Background: an optimization exercise with open tools, aiming at small area and a short achievable clock period. Do not read the settings as production practice. RTL that was checked went through simulation tests only; none was proved equivalent to the original. Power figures rest on the tool's default switching activity, not on a simulated workload.

==> 12-08 <==
## program_mem
module program_mem #(
  parameter int ADDR_W = 16,
  parameter int DATA_W = 8,
  parameter int DEPTH  = 256,
  parameter int CNT_W  = $clog2(DEPTH) + 1
) (
  input  logic              clk,
  input  logic              rst_n,
  input  logic              load_start,
  input  logic              load_valid,
  input  logic [DATA_W-1:0] load_data,
  input  logic              load_last,
  output logic              load_ready,
  output logic              load_done,
  output logic              load_ovf,
  output logic [CNT_W-1:0]  load_count,
  input  logic              fetch_req,
  input  logic [ADDR_W-1:0] fetch_addr,
  output logic              fetch_ready,
  output logic              fetch_valid,
  output logic [DATA_W-1:0] fetch_data,
  output logic              fetch_err
);
==> module program_mem, before the edit <==
module program_mem #(
  parameter int ADDR_W = 16,
  parameter int DATA_W = 8,
  parameter int DEPTH  = 256,
  parameter int CNT_W  = $clog2(DEPTH) + 1
) (
  input  logic              clk,
  input  logic              rst_n,
  input  logic              load_start,
  input  logic              load_valid,
  input  logic [DATA_W-1:0] load_data,
  input  logic              load_last,
  output logic              load_ready,
  output logic              load_done,
  output logic              load_ovf,
  output logic [CNT_W-1:0]  load_count,
  input  logic              fetch_req,
  input  logic [ADDR_W-1:0] fetch_addr,
  output logic              fetch_ready,
  output logic              fetch_valid,
  output logic [DATA_W-1:0] fetch_data,
  output logic              fetch_err
);
  logic              st_load;
  logic              st_run;
  logic [7:0]        wr_ptr;
  logic [7:0]        mem [256];
  logic              xfer;
  logic              ptr_at_end;
  logic              load_end;
  logic              start_load;
  logic              fetch_acc;
  logic              in_range;
  logic [15:0]       hi_n;
  logic [255:0]      sel;
  logic [7:0]        rd_a;
  logic [7:0]        rd_b;
  assign xfer       = load_valid && st_load;
  assign ptr_at_end = &wr_ptr;
  assign load_end   = xfer && (load_last || ptr_at_end);
  assign start_load = load_start && !st_load;
  assign fetch_acc  = fetch_req && st_run;
  assign in_range   = ~|fetch_addr[15:8];
  assign load_ready  = st_load;
  assign fetch_ready = st_run;
  always_ff @(posedge clk or negedge rst_n) begin
    if (!rst_n) begin
      st_load    <= 1'b0;
      st_run     <= 1'b0;
      wr_ptr     <= '0;
      load_count <= '0;
      load_ovf   <= 1'b0;
      load_done  <= 1'b0;
    end else begin
      load_done <= load_end;
      if (st_load) begin
        st_load <= !load_end;
        st_run  <= load_end;
      end else if (load_start) begin
        st_load <= 1'b1;
        st_run  <= 1'b0;
      end
      if (start_load) begin
        wr_ptr     <= '0;
        load_count <= '0;
        load_ovf   <= 1'b0;
      end else if (xfer) begin
        wr_ptr <= wr_ptr + 1'b1;
        if (!load_count[8]) load_count <= load_count + 1'b1;
        if (!load_last && ptr_at_end) load_ovf <= 1'b1;
      end
    end
  end
  always_ff @(posedge clk) begin
    if (xfer) mem[wr_ptr] <= load_data;
  end
  pm_predec u_hi (.a(fetch_addr[7:4]), .y_n(hi_n));
  for (genvar h = 0; h < 16; h++) begin : g_grp
    pm_gdec u_gdec (.a(fetch_addr[3:0]), .g_n(hi_n[h]), .sel(sel[16*h +: 16]));
  end
  for (genvar b = 0; b < 8; b++) begin : g_bit
    logic [255:0] col;
    for (genvar i = 0; i < 256; i++) begin : g_col
      assign col[i] = mem[i][b];
    end
    pm_or256 u_or (.sel(sel), .d(col), .y_a(rd_a[b]), .y_b(rd_b[b]));
  end
  always_ff @(posedge clk or negedge rst_n) begin
    if (!rst_n) begin
      fetch_valid <= 1'b0;
      fetch_data  <= '0;
      fetch_err   <= 1'b0;
    end else begin
      fetch_valid <= fetch_acc;
      if (fetch_acc) begin
        fetch_data <= (rd_a | rd_b) & {8{in_range}};
        fetch_err  <= !in_range;
      end
    end
  end
endmodule
==> module pm_gdec, before the edit <==
module pm_gdec (
  input  logic [3:0]  a,
  input  logic        g_n,
  output logic [15:0] sel
);
  logic [15:0] lo_n;
  pm_predec u_lo (.a(a), .y_n(lo_n));
  for (genvar i = 0; i < 16; i++) begin : g_sel
    pm_nor2 u_sel (.a(lo_n[i]), .b(g_n), .y(sel[i]));
  end
endmodule
==> module pm_or256, before the edit <==
module pm_or256 (
  input  logic [255:0] sel,
  input  logic [255:0] d,
  output logic         y_a,
  output logic         y_b
);
  logic [31:0]  t2;   
  logic [15:0]  t3;   
  logic [7:0]   t4;   
  logic [3:0]   t5;   
  for (genvar i = 0; i < 32; i++) begin : g_l2
    pm_or8 u (.sel(sel[8*i +: 8]), .d(d[8*i +: 8]), .y(t2[i]));
  end
  for (genvar i = 0; i < 16; i++) begin : g_l3
    pm_nor2 u (.a(t2[2*i]), .b(t2[2*i+1]), .y(t3[i]));
  end
  for (genvar i = 0; i < 8; i++) begin : g_l4
    pm_nand2 u (.a(t3[2*i]), .b(t3[2*i+1]), .y(t4[i]));
  end
  for (genvar i = 0; i < 4; i++) begin : g_l5
    pm_nor2 u (.a(t4[2*i]), .b(t4[2*i+1]), .y(t5[i]));
  end
  pm_nand2 u_a (.a(t5[0]), .b(t5[1]), .y(y_a));
  pm_nand2 u_b (.a(t5[2]), .b(t5[3]), .y(y_b));
endmodule
==> module pm_or8, before the edit <==
module pm_or8 (
  input  logic [7:0] sel,
  input  logic [7:0] d,
  output logic       y
);
  logic [3:0] t;
  for (genvar i = 0; i < 4; i++) begin : g_t
    assign t[i] = !((sel[2*i] && d[2*i]) || (sel[2*i+1] && d[2*i+1]));
  end
  assign y = !(&t);
endmodule
==> module pm_nand2, before the edit <==
module pm_nand2 (
  input  logic a, b,
  output logic y
);
  assign y = !(a && b);
endmodule
Settings: LEC_CHECK=0, CAP_MARGIN=20, CORE_MARGIN=2, CORE_UTILIZATION=50, CTS_CLUSTER_DIAMETER=80, CTS_CLUSTER_SIZE=30, SETUP_SLACK_MARGIN=1.0, SLEW_MARGIN=20, SYNTH_HIERARCHICAL=1; clock period 3.0 ns.
run.sh (not shown) runs the stock make flow with config.mk's settings and CLKGATE_MAP_FILE= SYNTH_SCRIPT=/design/flow/synth_recipe.tcl, a recipe that flattens the netlist after the stock synthesis.
==> 11-10 (differences from 12-08) <==
--- a/flow/design.v
+++ b/flow/design.v
@@ -33,2 +33,3 @@
   logic              in_range;
+  logic [15:0]       lo_n;
   logic [15:0]       hi_n;
@@ -76,5 +77,6 @@
   end
+  pm_predec u_lo (.a(fetch_addr[3:0]), .y_n(lo_n));
   pm_predec u_hi (.a(fetch_addr[7:4]), .y_n(hi_n));
-  for (genvar h = 0; h < 16; h++) begin : g_grp
-    pm_gdec u_gdec (.a(fetch_addr[3:0]), .g_n(hi_n[h]), .sel(sel[16*h +: 16]));
+  for (genvar i = 0; i < 256; i++) begin : g_sel
+    pm_nor2 u_sel (.a(lo_n[i % 16]), .b(hi_n[i / 16]), .y(sel[i]));
   end
@@ -101,13 +103,2 @@
 endmodule
-module pm_gdec (
-  input  logic [3:0]  a,
-  input  logic        g_n,
-  output logic [15:0] sel
-);
-  logic [15:0] lo_n;
-  pm_predec u_lo (.a(a), .y_n(lo_n));
-  for (genvar i = 0; i < 16; i++) begin : g_sel
-    pm_nor2 u_sel (.a(lo_n[i]), .b(g_n), .y(sel[i]));
-  end
-endmodule
 module pm_predec (
@@ -126,37 +117,34 @@
 );
+  logic [127:0] t1;   
   logic [31:0]  t2;   
-  logic [15:0]  t3;   
-  logic [7:0]   t4;   
-  logic [3:0]   t5;   
+  logic [7:0]   t3;   
+  for (genvar i = 0; i < 128; i++) begin : g_l1
+    pm_aoi22 u (.a0(sel[2*i]), .b0(d[2*i]), .a1(sel[2*i+1]), .b1(d[2*i+1]), .y(t1[i]));
+  end
   for (genvar i = 0; i < 32; i++) begin : g_l2
-    pm_or8 u (.sel(sel[8*i +: 8]), .d(d[8*i +: 8]), .y(t2[i]));
+    pm_nand4 u (.a(t1[4*i]), .b(t1[4*i+1]), .c(t1[4*i+2]), .d(t1[4*i+3]), .y(t2[i]));
   end
-  for (genvar i = 0; i < 16; i++) begin : g_l3
-    pm_nor2 u (.a(t2[2*i]), .b(t2[2*i+1]), .y(t3[i]));
+  for (genvar i = 0; i < 8; i++) begin : g_l3
+    pm_nor4 u (.a(t2[4*i]), .b(t2[4*i+1]), .c(t2[4*i+2]), .d(t2[4*i+3]), .y(t3[i]));
   end
-  for (genvar i = 0; i < 8; i++) begin : g_l4
-    pm_nand2 u (.a(t3[2*i]), .b(t3[2*i+1]), .y(t4[i]));
-  end
-  for (genvar i = 0; i < 4; i++) begin : g_l5
-    pm_nor2 u (.a(t4[2*i]), .b(t4[2*i+1]), .y(t5[i]));
-  end
-  pm_nand2 u_a (.a(t5[0]), .b(t5[1]), .y(y_a));
-  pm_nand2 u_b (.a(t5[2]), .b(t5[3]), .y(y_b));
+  pm_nand4 u_a (.a(t3[0]), .b(t3[1]), .c(t3[2]), .d(t3[3]), .y(y_a));
+  pm_nand4 u_b (.a(t3[4]), .b(t3[5]), .c(t3[6]), .d(t3[7]), .y(y_b));
 endmodule
-module pm_or8 (
-  input  logic [7:0] sel,
-  input  logic [7:0] d,
-  output logic       y
-);
-  logic [3:0] t;
-  for (genvar i = 0; i < 4; i++) begin : g_t
-    assign t[i] = !((sel[2*i] && d[2*i]) || (sel[2*i+1] && d[2*i+1]));
-  end
-  assign y = !(&t);
-endmodule
-module pm_nand2 (
-  input  logic a, b,
+module pm_aoi22 (
+  input  logic a0, b0, a1, b1,
   output logic y
 );
-  assign y = !(a && b);
+  assign y = !((a0 && b0) || (a1 && b1));
+endmodule
+module pm_nand4 (
+  input  logic a, b, c, d,
+  output logic y
+);
+  assign y = !(a && b && c && d);
+endmodule
+module pm_nor4 (
+  input  logic a, b, c, d,
+  output logic y
+);
+  assign y = !(a || b || c || d);
 endmodule
--- a/flow/config.mk
+++ b/flow/config.mk
@@ -7,2 +7,3 @@
 export LEC_CHECK = 0
+export ABC_CLOCK_PERIOD_IN_PS = 1500
 export CAP_MARGIN = 20
==> results.txt <==
Post-Layout Cell Count 7597; clock power share 0.332; status complete, no violations; Adder-Cell Fraction of Synth Area 0.000772; cells on worst reg2reg path 7; XOR/XNOR Fraction of Synth Area 0.000108; Met3 Wirelength 20000 microns
[end of results for 11-10]
==> results.txt <==
Worst Hold Path EP mem[99][0]; critical path type in -> reg; most common cell after layout, fill and taps aside edfxtp_1; cells on worst reg2reg path 8; Adder-Cell Fraction of Synth Area 0.000795; Post-Layout Cell Count 7618; XOR/XNOR Fraction of Synth Area 0.000111; slowest CP cell a22oi_1; status complete, no violations; Met3 Wirelength 19300 microns; clock power share 0.323
[end of results for 12-08]
Only the layout flow was run in 11-10; the RTL was not checked for function there.

---

==> 04-26 <==
program_mem, a different RTL version from the one above (not shown whole).
==> module program_mem, before the edit <==
module program_mem #(
  parameter int ADDR_W = 16,
  parameter int DATA_W = 8,
  parameter int DEPTH  = 256,
  parameter int CNT_W  = $clog2(DEPTH) + 1
) (
  input  logic              clk,
  input  logic              rst_n,
  input  logic              load_start,
  input  logic              load_valid,
  input  logic [DATA_W-1:0] load_data,
  input  logic              load_last,
  output logic              load_ready,
  output logic              load_done,
  output logic              load_ovf,
  output logic [CNT_W-1:0]  load_count,
  input  logic              fetch_req,
  input  logic [ADDR_W-1:0] fetch_addr,
  output logic              fetch_ready,
  output logic              fetch_valid,
  output logic [DATA_W-1:0] fetch_data,
  output logic              fetch_err
);
  localparam int IDX_W = $clog2(DEPTH);
  typedef enum logic [1:0] {
    IDLE = 2'd0,
    LOAD = 2'd1,
    RUN  = 2'd2
  } state_t;
  state_t            state_q;
  state_t            state_d;
  logic [IDX_W-1:0]  wr_ptr;
  logic [DATA_W-1:0] mem [DEPTH];
  logic              xfer;
  logic              ptr_at_end;
  logic              load_end;
  logic              start_load;
  logic              fetch_acc_p0;
  logic              in_range_p0;
  logic [IDX_W-1:0]  rd_idx_p0;
  logic              fetch_vld_p1;
  logic [DATA_W-1:0] fetch_data_p1;
  logic              fetch_err_p1;
  assign xfer         = load_valid && (state_q == LOAD);
  assign ptr_at_end   = (wr_ptr == IDX_W'(DEPTH - 1));
  assign load_end     = xfer && (load_last || ptr_at_end);
  assign start_load   = load_start && (state_q != LOAD);
  assign fetch_acc_p0 = fetch_req && (state_q == RUN);
  assign in_range_p0  = ((fetch_addr >> IDX_W) == '0);
  assign rd_idx_p0    = fetch_addr[IDX_W-1:0];
  always_comb begin
    state_d     = state_q;
    load_ready  = 1'b0;
    fetch_ready = 1'b0;
    case (state_q)
      IDLE: begin
        if (load_start) state_d = LOAD;
      end
      LOAD: begin
        load_ready = 1'b1;
        if (load_end) state_d = RUN;
      end
      RUN: begin
        fetch_ready = 1'b1;
        if (load_start) state_d = LOAD;
      end
      default: state_d = IDLE;
    endcase
  end
  always_ff @(posedge clk or negedge rst_n) begin
    if (!rst_n) begin
      state_q    <= IDLE;
      wr_ptr     <= '0;
      load_count <= '0;
      load_ovf   <= 1'b0;
      load_done  <= 1'b0;
    end else begin
      state_q   <= state_d;
      load_done <= load_end;
      if (start_load) begin
        wr_ptr     <= '0;
        load_count <= '0;
        load_ovf   <= 1'b0;
      end else if (xfer) begin
        wr_ptr <= wr_ptr + 1'b1;
        if (load_count != CNT_W'(DEPTH)) load_count <= load_count + 1'b1;
        if (!load_last && ptr_at_end) load_ovf <= 1'b1;
      end
    end
  end
  always_ff @(posedge clk) begin
    if (xfer) mem[wr_ptr] <= load_data;
  end
  always_ff @(posedge clk or negedge rst_n) begin
    if (!rst_n) begin
      fetch_vld_p1  <= 1'b0;
      fetch_data_p1 <= '0;
      fetch_err_p1  <= 1'b0;
    end else begin
      fetch_vld_p1 <= fetch_acc_p0;
      if (fetch_acc_p0) begin
        fetch_data_p1 <= in_range_p0 ? mem[rd_idx_p0] : '0;
        fetch_err_p1  <= !in_range_p0;
      end
    end
  end
  assign fetch_valid = fetch_vld_p1;
  assign fetch_data  = fetch_data_p1;
  assign fetch_err   = fetch_err_p1;
endmodule
make LEC_CHECK=0 CAP_MARGIN=20 CORE_MARGIN=2 CORE_UTILIZATION=40 SETUP_SLACK_MARGIN=0.6 SLEW_MARGIN=20 finish   # period 3.0 ns
==> inputs of 04-14, as changes to 04-26 <==
==> flow/design.v (replaced) <==
module program_mem #(
  parameter int ADDR_W = 16,
  parameter int DATA_W = 8,
  parameter int DEPTH  = 256,
  parameter int CNT_W  = $clog2(DEPTH) + 1
) (
  input  logic              clk,
  input  logic              rst_n,
  input  logic              load_start,
  input  logic              load_valid,
  input  logic [DATA_W-1:0] load_data,
  input  logic              load_last,
  output logic              load_ready,
  output logic              load_done,
  output logic              load_ovf,
  output logic [CNT_W-1:0]  load_count,
  input  logic              fetch_req,
  input  logic [ADDR_W-1:0] fetch_addr,
  output logic              fetch_ready,
  output logic              fetch_valid,
  output logic [DATA_W-1:0] fetch_data,
  output logic              fetch_err
);
  logic              st_load;
  logic              st_run;
  logic [7:0]        wr_ptr;
  logic [7:0]        mem [256];
  logic              xfer;
  logic              ptr_at_end;
  logic              load_end;
  logic              start_load;
  logic              fetch_acc;
  logic              in_range;
  logic [15:0]       hi_n;
  logic [255:0]      sel;
  logic [7:0]        rd_a;
  logic [7:0]        rd_b;
  assign xfer       = load_valid && st_load;
  assign ptr_at_end = &wr_ptr;
  assign load_end   = xfer && (load_last || ptr_at_end);
  assign start_load = load_start && !st_load;
  assign fetch_acc  = fetch_req && st_run;
  assign in_range   = ~|fetch_addr[15:8];
  assign load_ready  = st_load;
  assign fetch_ready = st_run;
  always_ff @(posedge clk or negedge rst_n) begin
    if (!rst_n) begin
      st_load    <= 1'b0;
      st_run     <= 1'b0;
      wr_ptr     <= '0;
      load_count <= '0;
      load_ovf   <= 1'b0;
      load_done  <= 1'b0;
    end else begin
      load_done <= load_end;
      if (st_load) begin
        st_load <= !load_end;
        st_run  <= load_end;
      end else if (load_start) begin
        st_load <= 1'b1;
        st_run  <= 1'b0;
      end
      if (start_load) begin
        wr_ptr     <= '0;
        load_count <= '0;
        load_ovf   <= 1'b0;
      end else if (xfer) begin
        wr_ptr <= wr_ptr + 1'b1;
        if (!load_count[8]) load_count <= load_count + 1'b1;
        if (!load_last && ptr_at_end) load_ovf <= 1'b1;
      end
    end
  end
  always_ff @(posedge clk) begin
    if (xfer) mem[wr_ptr] <= load_data;
  end
  pm_predec u_hi (.a(fetch_addr[7:4]), .y_n(hi_n));
  for (genvar h = 0; h < 16; h++) begin : g_grp
    pm_gdec u_gdec (.a(fetch_addr[3:0]), .g_n(hi_n[h]), .sel(sel[16*h +: 16]));
  end
  for (genvar b = 0; b < 8; b++) begin : g_bit
    logic [255:0] col;
    for (genvar i = 0; i < 256; i++) begin : g_col
      assign col[i] = mem[i][b];
    end
    pm_or256 u_or (.sel(sel), .d(col), .y_a(rd_a[b]), .y_b(rd_b[b]));
  end
  always_ff @(posedge clk or negedge rst_n) begin
    if (!rst_n) begin
      fetch_valid <= 1'b0;
      fetch_data  <= '0;
      fetch_err   <= 1'b0;
    end else begin
      fetch_valid <= fetch_acc;
      if (fetch_acc) begin
        fetch_data <= (rd_a | rd_b) & {8{in_range}};
        fetch_err  <= !in_range;
      end
    end
  end
endmodule
module pm_gdec (
  input  logic [3:0]  a,
  input  logic        g_n,
  output logic [15:0] sel
);
  logic [15:0] lo_n;
  pm_predec u_lo (.a(a), .y_n(lo_n));
  for (genvar i = 0; i < 16; i++) begin : g_sel
    pm_nor2 u_sel (.a(lo_n[i]), .b(g_n), .y(sel[i]));
  end
endmodule
module pm_predec (
  input  logic [3:0]  a,
  output logic [15:0] y_n
);
  always_comb begin
    for (int i = 0; i < 16; i++) y_n[i] = (a != 4'(i));
  end
endmodule
module pm_or256 (
  input  logic [255:0] sel,
  input  logic [255:0] d,
  output logic         y_a,
  output logic         y_b
);
  logic [31:0]  t2;   
  logic [15:0]  t3;   
  logic [7:0]   t4;   
  logic [3:0]   t5;   
  for (genvar i = 0; i < 32; i++) begin : g_l2
    pm_or8 u (.sel(sel[8*i +: 8]), .d(d[8*i +: 8]), .y(t2[i]));
  end
  for (genvar i = 0; i < 16; i++) begin : g_l3
    pm_nor2 u (.a(t2[2*i]), .b(t2[2*i+1]), .y(t3[i]));
  end
  for (genvar i = 0; i < 8; i++) begin : g_l4
    pm_nand2 u (.a(t3[2*i]), .b(t3[2*i+1]), .y(t4[i]));
  end
  for (genvar i = 0; i < 4; i++) begin : g_l5
    pm_nor2 u (.a(t4[2*i]), .b(t4[2*i+1]), .y(t5[i]));
  end
  pm_nand2 u_a (.a(t5[0]), .b(t5[1]), .y(y_a));
  pm_nand2 u_b (.a(t5[2]), .b(t5[3]), .y(y_b));
endmodule
module pm_or8 (
  input  logic [7:0] sel,
  input  logic [7:0] d,
  output logic       y
);
  logic [3:0] t;
  for (genvar i = 0; i < 4; i++) begin : g_t
    assign t[i] = !((sel[2*i] && d[2*i]) || (sel[2*i+1] && d[2*i+1]));
  end
  assign y = !(&t);
endmodule
module pm_nand2 (
  input  logic a, b,
  output logic y
);
  assign y = !(a && b);
endmodule
module pm_nor2 (
  input  logic a, b,
  output logic y
);
  assign y = !(a || b);
endmodule
CORE_UTILIZATION = 52   (was 40)
CTS_CLUSTER_DIAMETER = 80   (was default)
CTS_CLUSTER_SIZE = 30   (was default)
SETUP_SLACK_MARGIN = 1.0   (was 0.6)
SYNTH_HIERARCHICAL = 1   (was default)
==> inputs of 05-22, as changes to 04-26 <==
==> flow/design.v (replaced) <==
module program_mem #(
  parameter int ADDR_W = 16,
  parameter int DATA_W = 8,
  parameter int DEPTH  = 256,
  parameter int CNT_W  = $clog2(DEPTH) + 1
) (
  input  logic              clk,
  input  logic              rst_n,
  input  logic              load_start,
  input  logic              load_valid,
  input  logic [DATA_W-1:0] load_data,
  input  logic              load_last,
  output logic              load_ready,
  output logic              load_done,
  output logic              load_ovf,
  output logic [CNT_W-1:0]  load_count,
  input  logic              fetch_req,
  input  logic [ADDR_W-1:0] fetch_addr,
  output logic              fetch_ready,
  output logic              fetch_valid,
  output logic [DATA_W-1:0] fetch_data,
  output logic              fetch_err
);
  logic              st_load;
  logic              st_run;
  logic [7:0]        wr_ptr;
  logic [7:0]        mem [256];
  logic              xfer;
  logic              ptr_at_end;
  logic              load_end;
  logic              start_load;
  logic              fetch_acc;
  logic              in_range;
  logic [15:0]       dec_lo;
  logic [15:0]       dec_hi;
  logic [7:0]        rd_data;
  assign xfer       = load_valid && st_load;
  assign ptr_at_end = &wr_ptr;
  assign load_end   = xfer && (load_last || ptr_at_end);
  assign start_load = load_start && !st_load;
  assign fetch_acc  = fetch_req && st_run;
  assign in_range   = ~|fetch_addr[15:8];
  assign load_ready  = st_load;
  assign fetch_ready = st_run;
  always_ff @(posedge clk or negedge rst_n) begin
    if (!rst_n) begin
      st_load    <= 1'b0;
      st_run     <= 1'b0;
      wr_ptr     <= '0;
      load_count <= '0;
      load_ovf   <= 1'b0;
      load_done  <= 1'b0;
    end else begin
      load_done <= load_end;
      if (st_load) begin
        st_load <= !load_end;
        st_run  <= load_end;
      end else if (load_start) begin
        st_load <= 1'b1;
        st_run  <= 1'b0;
      end
      if (start_load) begin
        wr_ptr     <= '0;
        load_count <= '0;
        load_ovf   <= 1'b0;
      end else if (xfer) begin
        wr_ptr <= wr_ptr + 1'b1;
        if (!load_count[8]) load_count <= load_count + 1'b1;
        if (!load_last && ptr_at_end) load_ovf <= 1'b1;
      end
    end
  end
  always_ff @(posedge clk) begin
    if (xfer) mem[wr_ptr] <= load_data;
  end
  always_comb begin
    for (int i = 0; i < 16; i++) begin
      dec_lo[i] = (fetch_addr[3:0] == 4'(i));
      dec_hi[i] = (fetch_addr[7:4] == 4'(i)) && in_range;
    end
  end
  always_comb begin
    rd_data = '0;
    for (int h = 0; h < 16; h++) begin
      for (int l = 0; l < 16; l++) begin
        rd_data = rd_data | (mem[16*h+l] & {8{dec_hi[h] & dec_lo[l]}});
      end
    end
  end
  always_ff @(posedge clk or negedge rst_n) begin
    if (!rst_n) begin
      fetch_valid <= 1'b0;
      fetch_data  <= '0;
      fetch_err   <= 1'b0;
    end else begin
      fetch_valid <= fetch_acc;
      if (fetch_acc) begin
        fetch_data <= rd_data;
        fetch_err  <= !in_range;
      end
    end
  end
endmodule
CORE_UTILIZATION = 60   (was 40)
SETUP_SLACK_MARGIN = 0.9   (was 0.6)
==> results.txt <==
* Placed insts at roughly 8,100
* Status: did not finish
* DIE WIDTH at between 300 and 400 um
* Post-synthesis mux area share at 0.00171
* Die Ht at about 370 um
* Error msg: [ERROR GRT-0116] Global routing finished with congestion. Check the congestion regions in the DRC Viewer.
* # Post-CTS Setup Buffers at approximately 140
* Synth Area in Adders at 0.000776
* Last stage: global routing (5_1_grt)
* Starting Density at 0.604
[end of results for 05-22]
==> results.txt <==
* Status: no timing/DRC/antenna violations
* Die Ht at 455 um
* Leading registers by flop count: mem: 2048 flops, load_count: 9 flops
* Initial antenna violation count at 4
* Starting Density at 0.402
* Grt ovf at 0
* Synth Area in Adders at 0.000923
* Final Hold Vio Count at 0
* Placed insts at 7,301
* CTS tree: built
* Post-synthesis mux area share at 0.146
[end of results for 04-26]
==> results.txt <==
* DIE WIDTH at around 390 um
* # Post-CTS Setup Buffers at 43
* Placed insts at 7,318
* Starting Density at 0.524
* Die Ht at slightly below 400 um
* Avg Cell Area, Syn at ~17 sq um
* Status: no timing/DRC/antenna violations
* Worst Setup SP: fetch_addr[3]
[end of results for 04-14]
For 05-22, only the layout was checked, not whether the RTL still works.

==> what the ideal ports hide <==
How much do the figures lean on ideal ports? The routed layouts below were timed once more, with nothing changed but the port constraints. Step 1 assumes that a clkbuf_16 drives the clock port and a buf_2 every other input. Step 2 also shifts input and output timing later by t, the mid clock arrival at the registers, as if the neighbouring blocks saw the same clock. a / b / c = no drivers / after step 1 / after step 2; a / b = the first two.
run	t (ns)	setup slack, ns	hold WS [ns]	worst setup path after step 2	worst register clock-pin slew, ns
12-08	0.839	0.586 / 0.475 / -0.363	0.173 / 0.133 / 0.549	input to register	0.12 / 0.12
11-10	0.837	0.264 / 0.295 / -0.541	0.176 / 0.109 / 0.505	input to register	0.12 / 0.12
04-26	0.914	0.414 / 0.379 / -0.535	0.182 / 0.151 / 0.509	input to register	0.07 / 0.07
04-14	0.826	0.724 / 0.542 / -0.284	0.283 / 0.234 / 0.507	input to register	0.12 / 0.12
Met with ideal ports but missed after step 2: setup timing in every run listed. For 04-14, which loses most, drivers alone change the setup slack by -0.182 ns; drivers and shift together by -1.008 ns.
